Context: an optimization exercise on an open-source flow, tuned for small area, a short achievable clock period and few clock cycles per item. The choices shown serve that exercise and are no tape-out recipe. The RTL was checked by simulation tests, not by an equivalence proof against the original design.

File: design/flow/design.v
package rotor_stack_pkg;
  localparam int ALPHA = 26;
  localparam int W     = 5;
  localparam logic [1:0] CFG_WIRE  = 2'd0;
  localparam logic [1:0] CFG_NOTCH = 2'd1;
  localparam logic [1:0] CFG_RING  = 2'd2;
endpackage
module rs_add (
  input  logic [4:0] m_i,
  input  logic [4:0] d_i,
  input  logic [4:0] dp_i,
  output logic [4:0] a_o
);
  logic [4:0] s0;
  logic [5:0] s1;
  assign s0  = m_i + d_i;
  assign s1  = {1'b0, m_i} + {1'b0, dp_i};
  assign a_o = s1[5] ? s1[4:0] : s0;
endmodule
module rs_lut (
  input  logic [25:0][4:0] map_i,
  input  logic             loaded_i,
  input  logic             refl_i,     
  input  logic [4:0]       a_i,
  output logic [4:0]       y_o
);
  logic [4:0] g0, g1, g2, g3, t;
  assign g0 = map_i[{2'd0, a_i[2:0]}];
  assign g1 = map_i[{2'd1, a_i[2:0]}];
  assign g2 = map_i[{2'd2, a_i[2:0]}];
  assign g3 = a_i[0] ? map_i[25] : map_i[24];    
  always_comb begin
    case (a_i[4:3])
      2'd0:    t = g0;
      2'd1:    t = g1;
      2'd2:    t = g2;
      default: t = g3;
    endcase
  end
  assign y_o = loaded_i ? t : (refl_i ? (a_i ^ 5'd1) : a_i);
endmodule
module rs_cam (
  input  logic [25:0][4:0] map_i,
  input  logic             loaded_i,
  input  logic [4:0]       a_i,
  output logic [4:0]       y_o
);
  logic [4:0] t;
  always_comb begin
    t = '0;
    for (int i = 0; i < 26; i++)
      if (map_i[i] == a_i) t = t | 5'(i);
  end
  assign y_o = loaded_i ? t : a_i;
endmodule
module rotor_stack #(
  parameter  int NUM_ROTORS = 3,
  parameter  int ALPHA      = 26,
  localparam int W          = $clog2(ALPHA)
) (
  input  logic                    clk,
  input  logic                    reset,
  input  logic                    cfg_we,
  input  logic [3:0]              cfg_sel,
  input  logic [1:0]              cfg_kind,
  input  logic [W-1:0]            cfg_idx,
  input  logic [W-1:0]            cfg_val,
  output logic                    cfg_ready,
  input  logic                    set_in,
  input  logic [NUM_ROTORS*W-1:0] init_pos_in,
  input  logic                    in_valid,
  output logic                    in_ready,
  input  logic [W-1:0]            char_in,
  output logic                    out_valid,
  output logic [W-1:0]            char_out,
  output logic [NUM_ROTORS*W-1:0] pos_out
);
  function automatic logic [4:0] fold(input logic [4:0] v);
    fold = (v >= 5'd26) ? v - 5'd26 : v;
  endfunction
  function automatic logic [4:0] add26(input logic [4:0] a, input logic [4:0] b);
    logic [5:0] s;
    s = {1'b0, a} + {1'b0, b};
    add26 = (s >= 6'd26) ? 5'(s - 6'd26) : s[4:0];
  endfunction
  function automatic logic [4:0] sub26(input logic [4:0] a, input logic [4:0] b);
    sub26 = (a >= b) ? a - b : a + 5'd26 - b;
  endfunction
  function automatic logic [4:0] neg26(input logic [4:0] a);
    neg26 = (a == 5'd0) ? 5'd0 : 5'd26 - a;
  endfunction
  function automatic logic [4:0] dec26(input logic [4:0] a);
    dec26 = (a == 5'd0) ? 5'd25 : a - 5'd1;
  endfunction
  function automatic logic [4:0] inc26(input logic [4:0] a);
    inc26 = (a == 5'd25) ? 5'd0 : a + 5'd1;
  endfunction
  logic [2:0][4:0]         pos_q, ring_q, notch_q;
  logic [4:0]              sa0_q;           
  logic [4:0]              ringm0_q;        
  logic [4:0]              s1_q, s2_q;      
  logic [2:0][25:0][4:0]   fwd_q;
  logic [25:0][4:0]        refl_q;
  logic [2:0]              fwd_ld_q;
  logic                    refl_ld_q;
  logic                    wr_q;
  logic [3:0]              wsel_q;
  logic [1:0]              wkind_q;
  logic [4:0]              widx_q, wval_q;
  logic                    mode_q;          
  logic                    cfg_ready_q;
  logic                    in_ready_q;
  logic                    acc;
  logic [8:0]              v_q;             
  logic [4:0]              c0_q;
  logic [4:0]              sa0p_q;          
  logic [7:1][4:0]         m_q, d_q, dp_q;
  logic [4:1][4:0]         s0_q, s1_q_p, s2_q_p;
  logic [6:5][4:0]         s0_q_t;
  logic [4:0]              s1_5_q;
  logic [4:0]              out_q;
  assign acc       = in_valid & in_ready_q;
  assign in_ready  = in_ready_q;
  assign cfg_ready = cfg_ready_q;
  assign out_valid = v_q[8];
  assign char_out  = out_q;
  assign pos_out   = pos_q;
  logic       adv1, adv2;
  logic [4:0] s1_st, s2_st, a0, y0;
  assign adv1  = (pos_q[0] == notch_q[0]) || (pos_q[1] == notch_q[1]);
  assign adv2  = (pos_q[1] == notch_q[1]);
  assign s1_st = adv1 ? inc26(s1_q) : s1_q;
  assign s2_st = adv2 ? inc26(s2_q) : s2_q;
  rs_add u_a0 (.m_i(c0_q), .d_i(sa0_q), .dp_i(sa0p_q), .a_o(a0));
  rs_lut u_f0 (.map_i(fwd_q[0]), .loaded_i(fwd_ld_q[0]), .refl_i(1'b0), .a_i(a0), .y_o(y0));
  logic [4:0] a1, y1, a2, y2, ar, yr, b2, z2, b1, z1, b0, z0, o8;
  rs_add u_a1 (.m_i(m_q[1]), .d_i(d_q[1]), .dp_i(dp_q[1]), .a_o(a1));
  rs_lut u_f1 (.map_i(fwd_q[1]), .loaded_i(fwd_ld_q[1]), .refl_i(1'b0), .a_i(a1), .y_o(y1));
  rs_add u_a2 (.m_i(m_q[2]), .d_i(d_q[2]), .dp_i(dp_q[2]), .a_o(a2));
  rs_lut u_f2 (.map_i(fwd_q[2]), .loaded_i(fwd_ld_q[2]), .refl_i(1'b0), .a_i(a2), .y_o(y2));
  rs_add u_ar (.m_i(m_q[3]), .d_i(d_q[3]), .dp_i(dp_q[3]), .a_o(ar));
  rs_lut u_rf (.map_i(refl_q), .loaded_i(refl_ld_q), .refl_i(1'b1), .a_i(ar), .y_o(yr));
  rs_add u_b2 (.m_i(m_q[4]), .d_i(d_q[4]), .dp_i(dp_q[4]), .a_o(b2));
  rs_cam u_c2 (.map_i(fwd_q[2]), .loaded_i(fwd_ld_q[2]), .a_i(b2), .y_o(z2));
  rs_add u_b1 (.m_i(m_q[5]), .d_i(d_q[5]), .dp_i(dp_q[5]), .a_o(b1));
  rs_cam u_c1 (.map_i(fwd_q[1]), .loaded_i(fwd_ld_q[1]), .a_i(b1), .y_o(z1));
  rs_add u_b0 (.m_i(m_q[6]), .d_i(d_q[6]), .dp_i(dp_q[6]), .a_o(b0));
  rs_cam u_c0 (.map_i(fwd_q[0]), .loaded_i(fwd_ld_q[0]), .a_i(b0), .y_o(z0));
  rs_add u_o8 (.m_i(m_q[7]), .d_i(d_q[7]), .dp_i(dp_q[7]), .a_o(o8));
  logic [7:1][4:0] dn;
  logic [4:0] dn1_n;
  assign dn1_n = sub26(s1_q, sa0_q);
  assign dn[2] = sub26(s2_q_p[1], s1_q_p[1]);  
  assign dn[3] = neg26(s2_q_p[2]);             
  assign dn[4] = s2_q_p[3];                    
  assign dn[5] = sub26(s1_q_p[4], s2_q_p[4]);  
  assign dn[6] = sub26(s0_q_t[5], s1_5_q);     
  assign dn[7] = neg26(s0_q_t[6]);             
  always_ff @(posedge clk) begin
    c0_q  <= fold(char_in);
    m_q[1] <= y0; m_q[2] <= y1; m_q[3] <= y2; m_q[4] <= yr;
    m_q[5] <= z2; m_q[6] <= z1; m_q[7] <= z0;
    out_q <= o8;
    d_q[1]  <= adv1 ? inc26(dn1_n) : dn1_n;
    dp_q[1] <= adv1 ? inc26(dn1_n) + 5'd6 : dn1_n + 5'd6;
    for (int j = 2; j <= 7; j++) begin
      d_q[j]  <= dn[j];
      dp_q[j] <= dn[j] + 5'd6;
    end
    s0_q[1] <= sa0_q;    s1_q_p[1] <= s1_st;     s2_q_p[1] <= s2_st;
    for (int j = 2; j <= 4; j++) begin
      s0_q[j] <= s0_q[j-1]; s1_q_p[j] <= s1_q_p[j-1]; s2_q_p[j] <= s2_q_p[j-1];
    end
    s0_q_t[5] <= s0_q[4]; s1_5_q <= s1_q_p[4];
    s0_q_t[6] <= s0_q_t[5];
    wsel_q  <= cfg_sel;
    wkind_q <= cfg_kind;
    widx_q  <= cfg_idx;
    wval_q  <= cfg_val;
  end
  logic wire_ok;
  assign wire_ok = wr_q && wkind_q == rotor_stack_pkg::CFG_WIRE && widx_q < 5'd26 && wval_q < 5'd26;
  for (genvar i = 0; i < 26; i++) begin : g_tab
    for (genvar k = 0; k < 3; k++) begin : g_rot
      always_ff @(posedge clk)
        if (wire_ok && wsel_q == 4'(k) && widx_q == 5'(i)) fwd_q[k][i] <= wval_q;
    end
    always_ff @(posedge clk)
      if (wire_ok && wsel_q == 4'd3 && widx_q == 5'(i)) refl_q[i] <= wval_q;
  end
  always_ff @(posedge clk) begin
    if (reset) begin
      v_q         <= '0;
      mode_q      <= 1'b0;
      in_ready_q  <= 1'b0;
      cfg_ready_q <= 1'b1;
      wr_q        <= 1'b0;
      fwd_ld_q    <= '0;
      refl_ld_q   <= 1'b0;
      sa0_q       <= 5'd1;
      sa0p_q      <= 5'd7;
      ringm0_q    <= 5'd25;
      s1_q        <= '0;
      s2_q        <= '0;
      for (int k = 0; k < 3; k++) begin
        pos_q[k]   <= '0;
        ring_q[k]  <= '0;
        notch_q[k] <= 5'd25;
      end
    end else begin
      v_q   <= {v_q[7:0], acc};
      wr_q  <= cfg_we & cfg_ready_q;
      begin
        logic mode_d;
        mode_d = mode_q;
        if (!mode_q) begin
          if (set_in || (in_valid && !(cfg_we && !cfg_ready_q))) mode_d = 1'b1;
        end else begin
          if (cfg_we) mode_d = 1'b0;
        end
        mode_q      <= mode_d;
        in_ready_q  <= mode_d && !(cfg_we && cfg_ready_q);
        cfg_ready_q <= !mode_d && !(acc | v_q[0] | v_q[1] | v_q[2] | v_q[3]);
      end
      if (wr_q && wval_q < 5'd26) begin
        if (wkind_q == rotor_stack_pkg::CFG_WIRE && widx_q < 5'd26) begin
          for (int k = 0; k < 3; k++)
            if (wsel_q == 4'(k)) fwd_ld_q[k] <= 1'b1;
          if (wsel_q == 4'd3) refl_ld_q <= 1'b1;
        end
        for (int k = 0; k < 3; k++) begin
          if (wsel_q == 4'(k) && wkind_q == rotor_stack_pkg::CFG_NOTCH) notch_q[k] <= wval_q;
          if (wsel_q == 4'(k) && wkind_q == rotor_stack_pkg::CFG_RING)  ring_q[k]  <= wval_q;
        end
        if (wsel_q == 4'd0 && wkind_q == rotor_stack_pkg::CFG_RING) ringm0_q <= dec26(wval_q);
      end
      if (set_in) begin
        for (int k = 0; k < 3; k++) pos_q[k] <= fold(init_pos_in[k*5 +: 5]);
      end else if (v_q[0]) begin
        pos_q[0] <= inc26(pos_q[0]);
        if (adv1) pos_q[1] <= inc26(pos_q[1]);
        if (adv2) pos_q[2] <= inc26(pos_q[2]);
      end
      if (v_q[0]) begin
        sa0_q  <= inc26(sa0_q);
        sa0p_q <= (sa0p_q == 5'd31) ? 5'd6 : sa0p_q + 5'd1;
        s1_q   <= s1_st;
        s2_q   <= s2_st;
      end else begin
        sa0_q  <= sub26(pos_q[0], ringm0_q);
        sa0p_q <= sub26(pos_q[0], ringm0_q) + 5'd6;
        s1_q   <= sub26(pos_q[1], ring_q[1]);
        s2_q   <= sub26(pos_q[2], ring_q[2]);
      end
    end
  end
endmodule
File: design/flow/flow/run.sh
#!/bin/bash
set -euo pipefail
bash standard.sh SETUP_SLACK_MARGIN=7 finish > flow_make.log 2>&1
File: design/flow/standard.sh
#!/bin/bash
# synth_recipe.tcl (not shown) runs the flow's synth.tcl, then flattens the netlist and writes it again
# the make line also repeats each setting of config.mk as NAME=value (left out here)
make -C /OpenROAD-flow-scripts/flow DESIGN_CONFIG=/design/flow/config.mk WORK_HOME=/design/flow/orfs CLKGATE_MAP_FILE= SYNTH_SCRIPT=/design/flow/synth_recipe.tcl "${@:-finish}"
File: design/flow/config.mk
export PLATFORM = sky130hd
export DESIGN_NAME = rotor_stack
export DESIGN_NICKNAME = rotor_stack
export VERILOG_FILES = /design/flow/design.v
export SDC_FILE = /design/flow/constraint.sdc
export NUM_CORES = 4
export LEC_CHECK = 0
export CAP_MARGIN = 20
export CORE_MARGIN = 2
export CORE_UTILIZATION = 65
export PLACE_DENSITY = 0.75
export SLEW_MARGIN = 20
File: design/flow/constraint.sdc
create_clock -name core_clock -period 10.0 [get_ports {clk}]
set_input_delay 2.0000 -clock core_clock [delete_from_list [all_inputs] [get_ports {clk}]]
set_output_delay 2.0000 -clock core_clock [all_outputs]
set_load 0.01 [all_outputs]
==> impl_metrics.yaml, run 1 <==
setup_path:
  cp-start-kind: "flop"
  cp.required_ns: 10.49
  worst-r2r-setup-slack_ns: 6.66
  criticalPathCategory: "reg2reg"
  path_max_fanout: 8
  endpoint_kind: "flop"
  arrival_ns: 3.83
  r2r_start: "s2_q_p[15]"
  r2r_cells: 12
  r2r-end: "m_q[21]"
cts:
  cts_tree: "yes"
  root_buffer: "clkbuf_16"
  cts_buffer_depth: 3
  cts_buffers: 81
  worstSkewPairLatency_ns: 0.65
  clock_sinks: 791
  cts.htree.levels: 3
  clkTransAtPathRegs_ns: 0.06
  ctsHoldBuffers: 0
timing:
  finalCritPeriodShare_pct: 33.4
  rsz0062_at_grt: "true"
  worstMarginPinSlew_ns: 1.00
  setup_violations: 0
  hold_viol_final: 0
  worst_slack_ns: 6.66
  period_minus_slack_ns: 3.34
  slew-limit-headroom_pct: 33.4
  tns_ns: 0
  finalClockSkew_ns: 0.0137
  max_freq_ghz: 0.300
  finalMaxSlewViolations: 0
cells_and_area:
  area_growth_pct: 21.4
  fill_cells: 3413
  mostFrequentLayoutCells: "520 x edfxtp_1, 260 x nor2_1, 249 x xnor2_1, 212 x dfxtp_1, 206 x xor2_1"
  fin_util_pct: 79.4
  nets: 3841
  drive_gt1_share_pct: 23.6
  multiInputGateArea_sq_um: 19700
  regArea_sq_um: 21200
  final_common_cell: "edfxtp_1"
routing:
  wl_per_cell_um: 26.7
  routed_wirelength_um: 119000
  drtIter0Drc: 3055
  drc: 0
  vias: 29500
  vias_per_cell: 6.60
  first_pass_iters: 6
  ant_nets: 0
synthesis:
  synthArstFlopShare_pct: 0
  netlist_instances: 3333
  synth_seq_cells: 791
  synth-main-ff-cell: "edfxtp_1"
  synth_edf_count: 520
  yosysSeqAreaShare_pct: 52.3
  synth_nets: 3579
  syn-cell-area_sq_um: 40200
  avgSynthCellArea_sq_um: 12.1
  synth_cell_type_count: 96
  yosysWarnings: 3
grt:
  grt_antenna_before_repair: 4
  grt_max_degree: 90
  grt.overflow.total: 0
  first_global_vias: 28900
  globalRouteTotalUtil_pct: 35.5
  grt_pass1_wl_um: 171000
placed_design:
  place.gp.congestion: 0.905
  hpwl_um: 69000
  port_buffers: 63
  dp_slack_ns: 5.71
die:
  initial_core_util_pct: 65.4
  io_pins: 64
  fp.coreArea_sq_um: 61500
  dieArea_sq_um: 63900
  row_count: 91
  die_h_um: 253
  die_w_um: 253
worst_hold_path:
  min_to: "s1_q_p[12]"
  whs_path_depth: 0
  min_path_type: "reg2reg"
  hp-start: "s1_q_p[7]"
run:
  maxCapViolations: 0
outcome:
  run_status: "complete, no violations"
cell families (layout without fill, tap and decap cells):
logic type	Yosys count	in the layout	share of synthesized area (%)
AND/OR/NAND/NOR	804	805	9.32
flip-flops	791	791	52.3
AO/OA/AOI/OAI	516	516	8.88
XOR/XNOR	475	475	10.3
buffers and inverters	307	637	3.41
multiplexers	235	235	8.64
adder cells (fa/ha/maj)	205	205	7.07
other	0	7	0
per-stage QoR:
step | std cells | hold slack [ns] | area, sq um
after global placement | 4092 | 0.310 | 41700
after floorplan | 3333 | 0.310 | 40400
after global routing | 4454 | 0.332 | 48800
after detailed placement | 4092 | 0.312 | 41700
after CTS | 4367 | 0.324 | 47100
final | 4461 | 0.319 | 48800
metal layers:
metal	global-route usage, %	vias up	share of wire (%)
li1	-	12600	-
met1	46.1	14400	37
met2	57.6	1953	47
met3	7.11	484	11
met4	17.0	0	5.7
met5	0	-	0
how the worst max path moves through the flow:
stage          cells past startpoint            from        to
6_report                          12      s2_q_p[15]   m_q[21]
5_1_grt                           12      s2_q_p[15]   m_q[21]
4_1_cts                           12      s2_q_p[15]   m_q[21]
3_5_place_dp                       6          set_in  pos_q[8]
3_3_place_gp                       6          set_in  pos_q[8]
2_1_floorplan                      7  init_pos_in[7]  pos_q[7]
synthesized netlist by cell type (13+ instances only):
master      n  area share, %
nand4_1    19           0.30
nand2b_1   22           0.34
o21ai_0    56           0.70
xor2_1    221            4.8
o211ai_1   23           0.43
nor3_1     61           0.76
mux4_2     80            4.5
mux2_2     36            1.0
a211oi_1   40           0.75
clkbuf_1   68           0.63
fa_1       37            1.8
xnor2_1   254            5.5
edfxtp_1  520             39
nand3_1    79           0.98
and3_1     13           0.20
inv_1     169            1.6
o31ai_1    24           0.45
buf_4      19           0.35
a31oi_1    36           0.56
or3_1      15           0.23
nand2_1   207            1.9
nor4_1     13           0.20
dfxtp_1   271             13
buf_2      30           0.37
nor2b_1    41           0.64
a21oi_1   130            1.6
buf_6      13           0.36
a21o_1     39           0.73
mux2i_1   108            2.7
nor2_1    274            2.6
nor3b_1    13           0.24
ha_1      168            5.2
o21bai_1   15           0.28
area by class of cell:
class                           count  share of cell area [%]
Antenna cell                        7                  0.0359
Clock buffer                      114                    4.90
Clock inverter                     38                   0.713
Inverter                          170                    1.36
Multi-Input combinational cell   2236                    40.4
Sequential cell                   791                    43.4
Tap cell                          790                    2.03
Timing Repair Buffer              315                    7.19
repair_timing:
| item | in CTS | in global routing |
|---|---|---|
| gates resized for setup | 426 | 199 |
| setup buffers | 103 | 78 |
| cloned | 20 | 9 |
| pin swaps | 104 | 117 |
| setup endpoints to repair | 79 | 91 |
critical path, cell delays in order, from the launching register on:
cell	delay [ns]
dfxtp_2	0.33
ha_4	0.18
fa_2	0.36
a21o_1	0.20
a211oi_2	0.27
a311oi_4	0.06
or3_4	0.36
buf_12	0.16
mux2_4	0.22
nor4_4	0.04
a31o_1	0.22
a211o_1	0.28
o41a_1	0.49
sequential cells by signal, indices dropped and copies added, names as in the netlist, 9 cells and up:
name,count
s1_q_p,20
m_q,35
ring_q,10
dp_q,34
v_q,9
s0_q_t,10
notch_q,10
s0_q,20
fwd_q,390
d_q,25
refl_q,130
pos_q,15
s2_q_p,19
Testbench counts, summed over its fixed seeds: cycles 6,416, items 3,600.
==> inputs of run 2 (changes only) <==
--- a/design/flow/design.v
+++ b/design/flow/design.v
@@ -115,5 +115,6 @@
   logic [4:0]              c0_q;
   logic [4:0]              sa0p_q;          
-  logic [7:1][4:0]         m_q, d_q, dp_q;
+  logic [7:1][4:0]         m_q, d_q;
+  logic [6:1][4:0]         dp_q;
   logic [4:1][4:0]         s0_q, s1_q_p, s2_q_p;
   logic [6:5][4:0]         s0_q_t;
@@ -147,5 +148,5 @@
   rs_add u_b0 (.m_i(m_q[6]), .d_i(d_q[6]), .dp_i(dp_q[6]), .a_o(b0));
   rs_cam u_c0 (.map_i(fwd_q[0]), .loaded_i(fwd_ld_q[0]), .a_i(b0), .y_o(z0));
-  rs_add u_o8 (.m_i(m_q[7]), .d_i(d_q[7]), .dp_i(dp_q[7]), .a_o(o8));
+  assign o8 = add26(m_q[7], d_q[7]);    
   logic [7:1][4:0] dn;
   logic [4:0] dn1_n;
@@ -164,8 +165,6 @@
     d_q[1]  <= adv1 ? inc26(dn1_n) : dn1_n;
     dp_q[1] <= adv1 ? inc26(dn1_n) + 5'd6 : dn1_n + 5'd6;
-    for (int j = 2; j <= 7; j++) begin
-      d_q[j]  <= dn[j];
-      dp_q[j] <= dn[j] + 5'd6;
-    end
+    for (int j = 2; j <= 7; j++) d_q[j] <= dn[j];
+    for (int j = 2; j <= 6; j++) dp_q[j] <= dn[j] + 5'd6;
     s0_q[1] <= sa0_q;    s1_q_p[1] <= s1_st;     s2_q_p[1] <= s2_st;
     for (int j = 2; j <= 4; j++) begin
@@ -217,5 +216,5 @@
           if (set_in || (in_valid && !(cfg_we && !cfg_ready_q))) mode_d = 1'b1;
         end else begin
-          if (cfg_we) mode_d = 1'b0;
+          if (cfg_we && !(in_valid && !in_ready_q)) mode_d = 1'b0;
         end
         mode_q      <= mode_d;
==> run 2 against run 1 <==
Against the previous run: critical path depth increased by 3; still clean on timing, DRC and antenna; count of clock-buffer cells in the layout decreased by 1; cell count decreased by 0.74%; sequential share of layout area decreased by 0.52 points; critical endpoint is now m_q[30].
==> impl_metrics.yaml, run 2 <==
outcome:
  run_status: "complete, no violations"
placed_design:
  place.gp.congestion: 0.925
  hpwl_um: 70300
  port_buffers: 63
setup_path:
  critPathSlowestCell: "dfxtp_4"
  crit_family: "compound AO/OA/AOI/OAI gates"
  crit_chain: "ha_4, buf_6, a211o_4, buf_4, a21oi_1, o21ai_2, o211ai_1, buf_4, buf_4, buf_8, mux2i_1, nand3_1, o221ai_2, o21ai_2, a31oi_4"
  cp.required_ns: 10.54
  r2r_cells: 15
  path_max_fanout: 13
  slowest_delay_ns: 0.36
  crit_cells: 15
  arrival_ns: 3.97
  cp-start-kind: "flop"
  endpoint_kind: "flop"
  worstPathBufferInverterCount: 5
  criticalPathCategory: "reg2reg"
  cp_common_cell: "buf_4"
synthesis:
  synth_top_area_cell: "edfxtp_1"
  avgSynthCellArea_sq_um: 12.1
  synth_commonest_cells: "520 x edfxtp_1, 267 x dfxtp_1, 265 x nor2_1"
  synth_cell_type_count: 87
  synthArstFlopShare_pct: 0
  synth_edf_count: 520
  synth_most_common_cell: "edfxtp_1"
  syn-cell-area_sq_um: 40100
  netlist_instances: 3324
  synth_seq_cells: 787
  yosysWarnings: 3
  synth_nets: 3566
  synth-main-ff-cell: "edfxtp_1"
  synthTopCellsByArea: "edfxtp_1 39%, dfxtp_1 13%, xnor2_1 5.3%"
  synth_top_area_share_pct: 38.9
  yosysSeqAreaShare_pct: 52.2
cells_and_area:
  final_common_cell: "edfxtp_1"
  top_regs: "fwd_q (390), refl_q (130), m_q (35)"
  area_growth_pct: 22.6
  mostFrequentLayoutCells: "520 x edfxtp_1, 229 x xnor2_1, 226 x nor2_1, 211 x dfxtp_1, 201 x xor2_1"
  top_register: "fwd_q"
  nets: 3812
  fin_util_pct: 80.2
  drive_gt1_share_pct: 24.2
  num_antenna_cells: 0
  largest_reg_flops: 390
grt:
  grt_antenna_before_repair: 4
  grt_pass1_wl_um: 172000
  first_global_vias: 28800
  grt_max_degree: 87
  globalRouteTotalUtil_pct: 35.9
  grt.overflow.total: 0
timing:
  hold_viol_final: 0
  worstMarginPinSlew_ns: 1.13
  rsz0062_at_grt: "true"
  period_minus_slack_ns: 3.43
  finalCritPeriodShare_pct: 34.3
  setup_violations: 0
  tns_ns: 0
  slew-limit-headroom_pct: 24.4
  max_freq_ghz: 0.291
  finalClockSkew_ns: 0.0311
  finalMaxSlewViolations: 0
die:
  fp.coreArea_sq_um: 61400
  initial_core_util_pct: 65.4
  io_pins: 64
  dieArea_sq_um: 63800
  row_count: 91
  die_h_um: 253
  die_w_um: 253
cts:
  worstSkewPairLatency_ns: 0.65
  cts.htree.levels: 3
  root_buffer: "clkbuf_16"
  cts_tree: "yes"
  ctsHoldBuffers: 0
  clkTransAtPathRegs_ns: 0.06
  cts_buffer_depth: 3
  clock_sinks: 787
  cts_buffers: 82
routing:
  drc: 0
  vias_per_cell: 6.63
  drtIter0Drc: 3598
  routed_wirelength_um: 120000
  ant_nets: 0
  wl_per_cell_um: 27.2
  first_pass_iters: 6
  vias: 29400
worst_hold_path:
  min_path_type: "reg2reg"
  whs_path_depth: 0
run:
  maxCapViolations: 0
==> run 2: layer usage <==
layer	up-vias	track usage, %	wire length [um]
li1	12600	-	-
met4	4	18.4	6410
met5	-	0	27
met2	1943	56.8	55800
met1	14400	46.9	44900
met3	416	7.66	13200
==> run 2: repair_timing <==
item                       in CTS  in global routing
buffers inserted              111                 64
gates resized for setup       435                233
hold endpoints to repair        0                  0
cloned                         22                 10
setup endpoints to repair     341                556
pin swaps                      95                116
==> run 2: area by class of cell <==
type	count	area, sq um
Timing Repair Buffer	299	3360
Sequential cell	787	21100
Clock inverter	39	515
Clock buffer	113	2440
Multi-Input combinational cell	2226	20100
Fill cell	3345	12200
Tap cell	790	988
Inverter	174	691
==> run 2: metrics by stage <==
step / hold WS, ns / worst slack (ns) / area (sq um) / cells
final: 0.318 / 6.57 / 49200 / 4428
after global routing: 0.321 / 6.55 / 49200 / 4428
after CTS: 0.315 / 6.63 / 47500 / 4354
after detailed placement: 0.312 / 5.85 / 41700 / 4069
after global placement: 0.310 / 5.94 / 41700 / 4069
after floorplan: 0.310 / 6.79 / 40400 / 3324
==> run 2: final timing paths <==
check | from | to | slack [ns]
worst min register to register | s0_q[6] | s0_q[11] | 0.32
worst max-delay path | m_q[25] | m_q[30] | 6.57
worst min-delay path | s0_q[6] | s0_q[11] | 0.32
worst max register to register | m_q[25] | m_q[30] | 6.57
==> run 2: kinds of logic (layout without fill, tap and decap cells) <==
kind of cell               Yosys count  in the layout  share of synthesized area, %
and+or+nand+nor                    753            757                          9.11
AOI/OAI and AO/OA                  518            519                          8.95
muxes                              298            298                          9.84
xor gates and xnor gates           451            451                          9.84
buffers and inverters              316            625                          3.12
adders and majority gates          201            201                          6.94
DFF                                787            787                          52.2
Testbench counts of run 2, summed over its fixed seeds: cycles 6,416, items 3,600.
==> inputs of run 3 (changes only) <==
--- a/design/flow/config.mk
+++ b/design/flow/config.mk
@@ -9,4 +9,6 @@
 export CORE_MARGIN = 2
 export CORE_UTILIZATION = 65
+export CTS_CLUSTER_DIAMETER = 80
+export CTS_CLUSTER_SIZE = 25
 export PLACE_DENSITY = 0.75
 export SLEW_MARGIN = 20
==> run 3 against run 2 <==
Against the previous run: clock skew is 0.0046 ns higher; largest cell class unchanged; still clean on timing, DRC and antenna; global-route usage fell by 0.81 points; maximum frequency fell by 2.0%; first-iteration DRC count down 6.9%; register-to-register slack worse by 0.07 ns.
==> impl_metrics.yaml, run 3 <==
outcome:
  run_status: "complete, no violations"
die:
  io_pins: 64
  initial_core_util_pct: 65.4
  fp.coreArea_sq_um: 61400
  row_count: 91
  dieArea_sq_um: 63800
  die_h_um: 253
  die_w_um: 253
synthesis:
  yosysSeqAreaShare_pct: 52.2
  synthTopCellsByArea: "edfxtp_1 39%, dfxtp_1 13%, xnor2_1 5.3%"
  synth_commonest_cells: "520 x edfxtp_1, 267 x dfxtp_1, 265 x nor2_1"
  synth_seq_cells: 787
  netlist_instances: 3324
  synth_nets: 3566
  synth-main-ff-cell: "edfxtp_1"
  synthArstFlopShare_pct: 0
  synth_top_area_cell: "edfxtp_1"
  synth_most_common_cell: "edfxtp_1"
  avgSynthCellArea_sq_um: 12.1
  yosysWarnings: 3
  synth_cell_type_count: 87
  synth_edf_count: 520
  synth_top_area_share_pct: 38.9
  syn-cell-area_sq_um: 40100
placed_design:
  place.gp.congestion: 0.925
  dp_slack_ns: 5.85
  port_buffers: 63
  hpwl_um: 70300
setup_path:
  critPathSlowestCell: "or4_4"
  path_max_fanout: 7
  endpoint_kind: "flop"
  cp.required_ns: 10.53
  crit_chain: "ha_4, fa_2, a21o_1, buf_4, a21oi_1, xor2_2, buf_4, a2bb2oi_4, buf_12, xnor2_2, nand4_1, nand4_1, or4_4, o31a_1"
  cp-start-kind: "flop"
  arrival_ns: 4.04
  slowest_delay_ns: 0.59
  criticalPathCategory: "reg2reg"
  r2r_cells: 14
cells_and_area:
  drive_gt1_share_pct: 22.7
  top_register: "fwd_q"
  fin_util_pct: 77.7
  final_common_cell: "edfxtp_1"
  largest_reg_flops: 390
  top_regs: "fwd_q (390), refl_q (130), m_q (35)"
  area_growth_pct: 18.8
  mostFrequentLayoutCells: "520 x edfxtp_1, 231 x xnor2_1, 226 x nor2_1, 206 x dfxtp_1, 201 x xor2_1"
  nets: 3780
grt:
  grt_pass1_wl_um: 168000
  grt.overflow.total: 0
  first_global_vias: 28100
  grt_antenna_before_repair: 3
  grt_max_degree: 87
  gr-max-usage-layer: "met2"
  globalRouteMet2Util_pct: 56.7
  globalRouteTotalUtil_pct: 35.1
  grt_util_met3_pct: 7.40
  grt_use_met1_pct: 46.5
timing:
  max_freq_ghz: 0.286
  finalCritPeriodShare_pct: 35.0
  setup_violations: 0
  period_minus_slack_ns: 3.50
  rsz0062_at_grt: "true"
  slew-limit-headroom_pct: 23.4
  worstMarginPinSlew_ns: 1.15
  hold_viol_final: 0
  finalClockSkew_ns: 0.0358
  finalMaxSlewViolations: 0
  worst_slack_ns: 6.50
  tns_ns: 0
cts:
  root_buffer: "clkbuf_16"
  cts_buffers: 41
  cts_tree: "yes"
  clkTransAtPathRegs_ns: 0.11
  ctsHoldBuffers: 0
  clock_sinks: 787
  cts.htree.levels: 2
  worstSkewPairLatency_ns: 0.64
  cts_buffer_depth: 3
routing:
  drc: 0
  first_pass_iters: 6
  ant_nets: 0
  vias: 28900
  vias_per_cell: 6.62
  routed_wirelength_um: 116000
  drtIter0Drc: 3350
  wl_per_cell_um: 26.7
run:
  maxCapViolations: 0
worst_hold_path:
  whs_path_depth: 0
  min_path_type: "reg2reg"
## run 3: cell counts after synthesis
No cell type changed its count.
## run 3: layer usage
metal / part of all wire (%) / wire, um / vias to the layer above
met3: 11 / 12400 / 389
met2: 46 / 53900 / 1774
met4: 5.3 / 6120 / 0
li1: - / - / 12600
met1: 38 / 44000 / 14100
met5: 0 / 0 / -
## run 3: cells by family after synthesis
group | count (synthesis) | synth area share (%)
AO/OA/AOI/OAI | 518 | 8.95
XOR/XNOR | 451 | 9.84
adder cells (fa/ha/maj) | 201 | 6.94
buffers and inverters | 316 | 3.12
flip-flops | 787 | 52.2
multiplexers | 298 | 9.84
AND/OR/NAND/NOR | 753 | 9.11
## run 3: path summary, 6_finish.rpt
path	startpoint	end	slack, ns
worst max-delay path	s2_q_p[15]	m_q[21]	6.50
worst min-delay path	s0_q[6]	s0_q[11]	0.32
worst max register to register	s2_q_p[15]	m_q[21]	6.50
worst min register to register	s0_q[6]	s0_q[11]	0.32
## run 3: layout make-up
cell class,instances,area [sq um]
Fill cell,3621,13700
Antenna cell,1,2.50
Inverter,174,691
Timing Repair Buffer,310,3590
Clock inverter,15,151
Tap cell,790,988
Sequential cell,787,21100
Multi-Input combinational cell,2224,20000
Clock buffer,61,1140
## run 3: stage by stage
stage | hold WS [ns] | instance area (sq um) | cells
after floorplan | 0.310 | 40400 | 3324
after global placement | 0.310 | 41700 | 4069
after detailed placement | 0.312 | 41700 | 4069
after global routing | 0.325 | 47700 | 4361
final | 0.322 | 47700 | 4362
after CTS | 0.322 | 45900 | 4290
## run 3: worst max-delay path: cells and delay by family, from the launching register on
kind | cells | cell delay (ns)
AOI/OAI and AO/OA | 4 | 0.73
xor gates and xnor gates | 2 | 0.37
adders and majority gates | 2 | 0.52
buffers and inverters | 3 | 0.46
DFF | 1 | 0.35
and+or+nand+nor | 3 | 0.94
## run 3: what timing repair did
item,4_1_cts,5_1_grt
gates resized for setup,434,239
cloned,23,5
setup endpoints to repair,342,545
buffers inserted,122,66
pin swaps,98,125
==> inputs of run 4 (changes only) <==
--- a/design/flow/config.mk
+++ b/design/flow/config.mk
@@ -6,5 +6,5 @@
 export NUM_CORES = 4
 export LEC_CHECK = 0
-export CAP_MARGIN = 20
+export CAP_MARGIN = 10
 export CORE_MARGIN = 2
 export CORE_UTILIZATION = 65
@@ -12,3 +12,3 @@
 export CTS_CLUSTER_SIZE = 25
 export PLACE_DENSITY = 0.75
-export SLEW_MARGIN = 20
+export SLEW_MARGIN = 10
==> run 4 against run 3 <==
Against the previous run: sequential share of layout area fell by 0.096 points; clock skew rose by 0.0012 ns; global-route usage rose by 0.12 points; worst setup slack improved by 0.073 ns; critical path type unchanged.
==> impl_metrics.yaml, run 4 <==
outcome:
  run_status: "complete, no violations"
synthesis:
  synth-main-ff-cell: "edfxtp_1"
  yosysSeqAreaShare_pct: 52.2
  muxShareOfSynthArea_pct: 9.84
  synth_xor_area_share_pct: 9.84
  synth-compound-area-share_pct: 8.95
  synth_fa_ha_area_share_pct: 6.94
  synth_nets: 3566
  synth_top_area_cell: "edfxtp_1"
  synthTopCellsByArea: "edfxtp_1 39%, dfxtp_1 13%, xnor2_1 5.3%"
  yosysWarnings: 3
  netlist_instances: 3324
  synth_seq_cells: 787
  synth_commonest_cells: "520 x edfxtp_1, 267 x dfxtp_1, 265 x nor2_1"
  synthSimpleGateAreaFrac_pct: 9.11
  synth_edf_count: 520
  synth_top_family_by_area: "XOR/XNOR gates"
  synth_cell_type_count: 87
  synth_most_common_cell: "edfxtp_1"
  synthArstFlopShare_pct: 0
  avgSynthCellArea_sq_um: 12.1
  synth_top_area_share_pct: 38.9
  syn-cell-area_sq_um: 40100
grt:
  grt.overflow.total: 0
  first_global_vias: 28200
  grt_max_degree: 87
  grt_pass1_wl_um: 169000
  globalRouteTotalUtil_pct: 35.2
  grt_antenna_before_repair: 5
cts:
  clkTransAtPathRegs_ns: 0.11
  clock_sinks: 787
  cts_buffer_depth: 3
  cts_tree: "yes"
  cts.htree.levels: 2
  root_buffer: "clkbuf_16"
  ctsHoldBuffers: 0
  cts_buffers: 41
  worstSkewPairLatency_ns: 0.62
routing:
  first_pass_iters: 7
  wl_per_cell_um: 26.8
  vias: 29000
  drc: 0
  drtIter0Drc: 3350
  vias_per_cell: 6.63
  ant_nets: 0
  routed_wirelength_um: 117000
setup_path:
  slowest_delay_ns: 0.57
  endpoint_kind: "flop"
  cp-start-kind: "flop"
  cp_common_cell: "nand4_1"
  worstPathBufferInverterCount: 1
  crit_chain: "ha_1, o21ai_0, o21ai_1, and3_2, nor2_4, buf_12, xor2_1, nand4_1, nand4_1, or4_1, o31a_1"
  criticalPathCategory: "reg2reg"
  cp.required_ns: 10.52
  path_max_fanout: 19
  crit_family: "simple AND/OR/NAND/NOR gates"
  arrival_ns: 3.94
  critPathSlowestCell: "or4_1"
timing:
  setup_violations: 0
  rsz0062_at_grt: "true"
  period_minus_slack_ns: 3.43
  hold_ws_ns: 0.313
  finalCritPeriodShare_pct: 34.3
  worstMarginPinSlew_ns: 1.16
  max_freq_ghz: 0.292
  hold_viol_final: 0
  finalMaxSlewViolations: 0
  tns_ns: 0
  finalClockSkew_ns: 0.0369
  slew-limit-headroom_pct: 21.5
die:
  die_w_um: 253
  initial_core_util_pct: 65.4
  dieArea_sq_um: 63800
  fp.coreArea_sq_um: 61400
  io_pins: 64
  die_h_um: 253
  row_count: 91
placed_design:
  hpwl_um: 70300
  port_buffers: 63
  place.gp.congestion: 0.925
cells_and_area:
  mostFrequentLayoutCells: "520 x edfxtp_1, 234 x nor2_1, 231 x xnor2_1, 211 x dfxtp_1, 198 x xor2_1"
  drive_gt1_share_pct: 22.9
  nets: 3790
  top_register: "fwd_q"
  final_common_cell: "edfxtp_1"
  area_growth_pct: 19.1
  largest_reg_flops: 390
  fill_cells: 3621
  top_regs: "fwd_q (390), refl_q (130), m_q (35)"
worst_hold_path:
  min_path_type: "reg2reg"
run:
  maxCapViolations: 0
[run 4: cell counts after synthesis]
Identical to the previous run, type by type.
[run 4: metrics by stage]
stage	setup WS (ns)	utilization, %	std cells	area [sq um]
global route	6.54	77.9	4368	47800
finish	6.57	77.9	4369	47800
detailed placement	5.87	67.9	4069	41700
global placement	5.94	67.9	4069	41700
CTS	6.56	75.0	4285	46000
floorplan	6.79	-	3324	40400
[run 4: layer usage]
| layer | track usage (%) | vias up | share of wire (%) |
|---|---|---|---|
| li1 | - | 12600 | - |
| met1 | 47.0 | 14200 | 38 |
| met2 | 55.8 | 1842 | 46 |
| met3 | 7.06 | 404 | 11 |
| met4 | 16.1 | 4 | 5.3 |
| met5 | 0 | - | 0.020 |
[run 4: final cells by class]
type / count / area [sq um] / area share [%]
antenna: 1 / 2.50 / 0.00523
clock buffer: 59 / 1170 / 2.44
clock inverter: 14 / 158 / 0.330
inverter: 174 / 691 / 1.44
multi-input combinational: 2228 / 20100 / 42.1
sequential: 787 / 21100 / 44.2
tap: 790 / 988 / 2.07
timing repair buffer: 316 / 3550 / 7.43
[run 4: worst reg2reg max path: cells and delay by family, from the launching register on]
family | cells | cell delay, ns
AOI/OAI and AO/OA | 3 | 0.75
and+or+nand+nor | 5 | 1.44
xor gates and xnor gates | 1 | 0.19
DFF | 1 | 0.33
buffers and inverters | 1 | 0.19
adders and majority gates | 1 | 0.44
[run 4: what timing repair did]
| item | CTS | global route |
|---|---|---|
| pin swaps | 98 | 118 |
| cloned | 25 | 7 |
| setup endpoints to repair | 342 | 560 |
| setup buffers | 118 | 76 |
| gates resized for setup | 460 | 219 |
[run 4: final timing paths]
check	start	end	slack [ns]	cells after the start
max reg2reg	m_q[18]	m_q[21]	6.57	11
min	s0_q[6]	s0_q[11]	0.31	0
min reg2reg	s0_q[6]	s0_q[11]	0.31	0
max	m_q[18]	m_q[21]	6.57	11
[run 4: cells by family (layout without fill, tap and decap cells)]
logic type / Yosys count / count (layout)
DFF: 787 / 787
and+or+nand+nor: 753 / 756
AOI/OAI and AO/OA: 518 / 522
xor gates and xnor gates: 451 / 451
buffers and inverters: 316 / 563
muxes: 298 / 298
adders and majority gates: 201 / 201
other: 0 / 1
==> inputs of run 5 (changes only) <==
==> design/flow/flow/run.sh (replaced) <==
#!/bin/bash
set -euo pipefail
bash standard.sh SETUP_SLACK_MARGIN=7.5 finish > flow_make.log 2>&1
==> design/flow/config.mk (replaced) <==
export PLATFORM = sky130hd
export DESIGN_NAME = rotor_stack
export DESIGN_NICKNAME = rotor_stack
export VERILOG_FILES = /design/flow/design.v
export SDC_FILE = /design/flow/constraint.sdc
export NUM_CORES = 4
export LEC_CHECK = 0
export CAP_MARGIN = 20
export CORE_MARGIN = 2
export CORE_UTILIZATION = 65
export PLACE_DENSITY = 0.75
export SLEW_MARGIN = 20
==> run 5 against run 4 <==
Against the previous run: register-to-register slack lost 0.05 ns; utilization up 5.3 points; critical path depth up 1; synthesized area unchanged; cell count grew 2.8%; routed wire length is 5.2% higher; first-iteration DRC count is 6.3% lower; clock skew down 0.015 ns; count of clock-buffer cells in the layout up 56; die area unchanged; largest cell class is now multi-input gates; highest routed layer is now met4.
==> impl_metrics.yaml, run 5 <==
grt:
  globalRouteTotalUtil_pct: 37.4
  grt_max_degree: 86
  grt.overflow.total: 0
  grt_pass1_wl_um: 178000
  grt_antenna_before_repair: 1
  first_global_vias: 29800
cts:
  root_buffer: "clkbuf_16"
  clkTransAtPathRegs_ns: 0.07
  worstSkewPairLatency_ns: 0.65
  cts.htree.levels: 3
  clock_sinks: 787
  cts_buffers: 82
  cts_buffer_depth: 3
  cts_tree: "yes"
  ctsHoldBuffers: 0
setup_path:
  slowest_delay_ns: 0.57
  criticalPathCategory: "reg2reg"
  r2r_start: "s2_q_p[15]"
  endpoint_kind: "flop"
  path_max_fanout: 11
  crit_chain: "ha_4, fa_2, and3_1, o311a_1, a2111oi_4, a2bb2oi_4, buf_12, xnor2_1, nand4_1, nand4_1, or4_1, o31a_1"
  critPathSlowestCell: "or4_1"
  r2r_cells: 12
  cp-start-kind: "flop"
  arrival_ns: 3.97
  cp.required_ns: 10.50
  endpoint: "m_q[21]"
  worst-r2r-setup-slack_ns: 6.52
  cp_common_cell: "nand4_1"
  startpoint: "s2_q_p[15]"
  r2r-end: "m_q[21]"
timing:
  setup_violations: 0
  period_minus_slack_ns: 3.48
  slew-limit-headroom_pct: 27.3
  hold_viol_final: 0
  max_freq_ghz: 0.288
  worstMarginPinSlew_ns: 1.09
  hold_ws_ns: 0.323
  tns_ns: 0
  finalClockSkew_ns: 0.0224
  finalCritPeriodShare_pct: 34.8
  rsz0062_at_grt: "true"
  finalMaxSlewViolations: 0
  worst_slack_ns: 6.52
cells_and_area:
  nets: 3872
  mostFrequentLayoutCells: "520 x edfxtp_1, 225 x xnor2_1, 204 x dfxtp_1, 200 x xor2_1, 178 x buf_4"
  area_growth_pct: 27.2
  largest_reg_flops: 390
  top_register: "fwd_q"
  final_common_cell: "edfxtp_1"
  fill_cells: 2997
  top_regs: "fwd_q (390), refl_q (130), m_q (35)"
  fin_cells: 4490
  drive_gt1_share_pct: 30.0
synthesis:
  synth_edf_count: 520
  synth_most_common_cell: "edfxtp_1"
  syn-cell-area_sq_um: 40100
  yosysWarnings: 3
  synthTopCellsByArea: "edfxtp_1 39%, dfxtp_1 13%, xnor2_1 5.3%"
  synth_commonest_cells: "520 x edfxtp_1, 267 x dfxtp_1, 265 x nor2_1"
  synth_cell_type_count: 87
  synth_top_area_share_pct: 38.9
  avgSynthCellArea_sq_um: 12.1
  yosysSeqAreaShare_pct: 52.2
  synth_nets: 3566
  synthArstFlopShare_pct: 0
  synth-main-ff-cell: "edfxtp_1"
  synth_seq_cells: 787
  synth_top_area_cell: "edfxtp_1"
  netlist_instances: 3324
outcome:
  run_status: "complete, no violations"
die:
  initial_core_util_pct: 65.4
  row_count: 91
  die_h_um: 253
  fp.coreArea_sq_um: 61400
  dieArea_sq_um: 63800
  io_pins: 64
  die_w_um: 253
placed_design:
  hpwl_um: 71000
  port_buffers: 63
  dp_cells: 4072
  dp_slack_ns: 6.13
  place.gp.congestion: 0.911
routing:
  drc: 0
  vias: 29900
  ant_nets: 0
  wl_per_cell_um: 27.5
  drtIter0Drc: 3138
  routed_wirelength_um: 123000
  first_pass_iters: 7
  vias_per_cell: 6.67
worst_hold_path:
  min_path_type: "reg2reg"
  whs_path_depth: 0
run:
  maxCapViolations: 0
## run 5: worst min path at each step
stage | slack [ns] | from | to
finish | 0.32 | s0_q[2] | s0_q[7]
detailed placement | 0.31 | s0_q[14] | s0_q[19]
global route | 0.33 | s1_q_p[10] | s1_q_p[15]
CTS | 0.32 | s0_q[2] | s0_q[7]
global placement | 0.31 | s0_q[4] | s0_q[9]
floorplan | 0.31 | s2_q_p[10] | s2_q_p[15]
## run 5: what timing repair did
| action | 4_1_cts | 5_1_grt |
|---|---|---|
| setup endpoints to repair | 632 | 606 |
| pin swaps | 149 | 125 |
| gates resized for setup | 662 | 255 |
| cloned | 36 | 0 |
| setup buffers | 156 | 72 |
## run 5: through the flow
stage	cell area (sq um)	util, %
floorplan	41300	-
global placement	42300	68.8
detailed placement	42300	68.9
CTS	49300	80.4
global route	51100	83.2
finish	51100	83.2
## run 5: routing by layer
layer / vias to the layer above / routed length [um] / global-route usage [%]
met5: - / 0 / 0
met4: 0 / 8310 / 21.5
met3: 538 / 13400 / 8.19
met2: 2018 / 56800 / 58.7
met1: 14600 / 44900 / 48.2
li1: 12800 / - / -
## run 5: layout make-up
class,instances,area (sq um),area share [%]
clock buffer,115,2380,4.67
inverter,174,734,1.44
multi-input combinational,2227,21200,41.5
antenna,1,2.50,0.00490
clock inverter,38,479,0.938
tap,790,988,1.94
timing repair buffer,358,4170,8.16
sequential,787,21100,41.4
## run 5: kinds of logic after synthesis
logic type	after synthesis	share of synthesized area, %
flops	787	52.2
simple gates	753	9.11
compound gates	518	8.95
xor+xnor	451	9.84
buf+inv	316	3.12
mux	298	9.84
fa+ha+maj	201	6.94
## run 5: critical path, delay by kind of cell (launching register included)
kind | cells | cell delay (ns)
AND/OR/NAND/NOR | 4 | 1.07
adder cells (fa/ha/maj) | 2 | 0.55
AO/OA/AOI/OAI | 4 | 1.14
flip-flops | 1 | 0.33
buffers and inverters | 1 | 0.17
XOR/XNOR | 1 | 0.08
==> inputs of run 6 (changes only) <==
==> design/flow/flow/run.sh (replaced) <==
#!/bin/bash
set -euo pipefail
bash standard.sh SETUP_SLACK_MARGIN=6.5 finish > flow_make.log 2>&1
--- a/design/flow/config.mk
+++ b/design/flow/config.mk
@@ -9,4 +9,6 @@
 export CORE_MARGIN = 2
 export CORE_UTILIZATION = 65
+export CTS_CLUSTER_DIAMETER = 80
+export CTS_CLUSTER_SIZE = 25
 export PLACE_DENSITY = 0.75
 export SLEW_MARGIN = 20
==> run 6 against run 5 <==
Against the previous run: count of clock-buffer cells in the layout fell by 57; sequential share of layout area is 6.8 points higher; critical path type unchanged; register-to-register slack worse by 0.13 ns; still clean on timing, DRC and antenna.
==> impl_metrics.yaml, run 6 <==
placed_design:
  hpwl_um: 70900
  place.gp.congestion: 0.942
  dp_slack_ns: 5.79
  port_buffers: 63
timing:
  setup_violations: 0
  worstMarginPinSlew_ns: 1.11
  slew-limit-headroom_pct: 25.5
  tns_ns: 0
  hold_ws_ns: 0.335
  period_minus_slack_ns: 3.61
  rsz0062_at_grt: "true"
  max_freq_ghz: 0.277
  hold_viol_final: 0
  worst_slack_ns: 6.39
  finalMaxSlewViolations: 0
  finalCritPeriodShare_pct: 36.1
  finalClockSkew_ns: 0.0281
synthesis:
  yosysSeqAreaShare_pct: 52.2
  synth_cell_type_count: 87
  synth_seq_cells: 787
  synthArstFlopShare_pct: 0
  synth_commonest_cells: "520 x edfxtp_1, 267 x dfxtp_1, 265 x nor2_1"
  synth-main-ff-cell: "edfxtp_1"
  yosysWarnings: 3
  synth_nets: 3566
  syn-cell-area_sq_um: 40100
  synth_top_area_cell: "edfxtp_1"
  synth_top_area_share_pct: 38.9
  synthTopCellsByArea: "edfxtp_1 39%, dfxtp_1 13%, xnor2_1 5.3%"
  avgSynthCellArea_sq_um: 12.1
  synth_most_common_cell: "edfxtp_1"
  synth_edf_count: 520
  netlist_instances: 3324
cells_and_area:
  nets: 3593
  drive_gt1_share_pct: 10.3
  top_register: "fwd_q"
  final_common_cell: "edfxtp_1"
  mostFrequentLayoutCells: "520 x edfxtp_1, 262 x nor2_1, 244 x dfxtp_1, 243 x xnor2_1, 208 x xor2_1"
  top_regs: "fwd_q (390), refl_q (130), m_q (35)"
  area_growth_pct: 8.71
  fin_util_pct: 71.1
  largest_reg_flops: 390
die:
  die_h_um: 253
  io_pins: 64
  initial_core_util_pct: 65.4
  dieArea_sq_um: 63800
  row_count: 91
  die_w_um: 253
  fp.coreArea_sq_um: 61400
setup_path:
  path_max_fanout: 14
  criticalPathCategory: "reg2reg"
  arrival_ns: 4.11
  cp-start-kind: "flop"
  r2r-end: "m_q[21]"
  r2r_start: "s2_q_p[15]"
  cp.required_ns: 10.50
  worst-r2r-setup-slack_ns: 6.39
  r2r_cells: 12
  endpoint_kind: "flop"
run:
  maxCapViolations: 0
cts:
  root_buffer: "clkbuf_16"
  cts_buffers: 40
  clock_sinks: 787
  clkTransAtPathRegs_ns: 0.09
  ctsHoldBuffers: 0
  cts_buffer_depth: 3
  cts.htree.levels: 2
  worstSkewPairLatency_ns: 0.62
  cts_tree: "yes"
worst_hold_path:
  hp-start: "s0_q[7]"
  min_to: "s0_q[12]"
  whs_path_depth: 0
  min_path_type: "reg2reg"
grt:
  first_global_vias: 26800
  globalRouteTotalUtil_pct: 32.2
  grt_pass1_wl_um: 156000
  grt_antenna_before_repair: 1
  grt.overflow.total: 0
  grt_max_degree: 83
routing:
  ant_nets: 0
  first_pass_iters: 6
  vias_per_cell: 6.45
  wl_per_cell_um: 24.9
  drc: 0
  routed_wirelength_um: 104000
  drtIter0Drc: 2867
  vias: 26900
outcome:
  run_status: "complete, no violations"
run 6: changes by cell type in the layout (fill, tap and decap cells not counted), moves of 32 or more:
cell	change
ha_1	+39
o21ai_0	+32
ha_4	-33
buf_4	-136
dfxtp_1	+40
nor2_4	-73
buf_6	-58
clkbuf_16	-44
nor2_1	+98
run 6: layer usage:
layer,global-route usage [%],vias up,part of all wire (%)
li1,-,12100,-
met5,0,-,0
met3,4.67,228,8.7
met1,42.7,13300,39
met4,14.4,0,4.8
met2,53.1,1274,47
run 6: cells by family after synthesis:
logic type,Yosys count,synth area share (%)
simple gates,753,9.11
compound gates,518,8.95
xor+xnor,451,9.84
buf+inv,316,3.12
flops,787,52.2
mux,298,9.84
fa+ha+maj,201,6.94
run 6: timing repair:
| item | in CTS | in global routing |
|---|---|---|
| gates cloned | 2 | 4 |
| endpoints found under the setup margin | 50 | 39 |
| pin swaps | 3 | 12 |
| gates resized for setup | 88 | 69 |
| setup buffers | 3 | 15 |
run 6: critical path, cell delays in order (launching register included):
cell and delay, ns:
dfxtp_1 0.33, ha_2 0.21, fa_2 0.38, and3_1 0.17, o311a_1 0.36, a2111oi_4 0.44
a2bb2oi_4 0.24, buf_12 0.17, xnor2_1 0.08, nand4_1 0.13, nand4_1 0.18, or4_1 0.56
o31a_1 0.25
run 6: final cells by class:
class / count / area, sq um
diodes: 1 / 2.50
clock buffers: 58 / 1110
clock inverters: 16 / 156
fillers: 4257 / 17700
inverters: 174 / 653
multi-input cells: 2222 / 18400
flip-flops and latches: 787 / 21000
well taps: 790 / 988
repair buffers: 126 / 1310
run 6: metrics by stage:
step | instance area, sq um | cells
floorplan | 40100 | 3324
global placement | 41600 | 4075
detailed placement | 41600 | 4075
CTS | 43200 | 4154
global route | 43600 | 4173
finish | 43600 | 4174
run 6: how the worst max path moves through the flow:
stage	start	to	slack, ns	cells after the start
floorplan	s2_q_p[15]	m_q[21]	6.60	12
global route	s2_q_p[15]	m_q[21]	6.29	12
global placement	s2_q_p[15]	m_q[21]	5.92	12
detailed placement	s2_q_p[15]	m_q[21]	5.79	12
finish	s2_q_p[15]	m_q[21]	6.39	12
CTS	s2_q_p[15]	m_q[21]	6.37	12

## static timing again, ports no longer ideal
The results above use ideal ports. As a check the final layouts listed here were re-extracted and re-timed, cells and wires unchanged.
Step 1 assumes that a clkbuf_16 drives the clock port and a buf_2 every other input.
Step 2 also shifts input and output timing later by t, the mid clock arrival at the registers, as if the neighbouring blocks saw the same clock.
Three values: no drivers, after step 1, after step 2; two values: the first two.
run | t (ns) | slack for setup (ns) | worst setup path at the end
run 1 | 0.709 | 6.661 / 6.661 / 6.350 | input to register
run 2 | 0.696 | 6.568 / 6.568 / 6.377 | input to register
run 3 | 0.683 | 6.498 / 6.498 / 6.409 | input to register
run 4 | 0.667 | 6.571 / 6.571 / 6.425 | input to register
run 5 | 0.701 | 6.523 / 6.523 / 6.523 | register to register
run 6 | 0.676 | 6.390 / 6.390 / 5.970 | input to register
After both steps setup and hold are still met in every run listed. For run 6, which loses most, drivers alone change the setup slack by 0.000 ns; drivers and shift together by -0.420 ns.
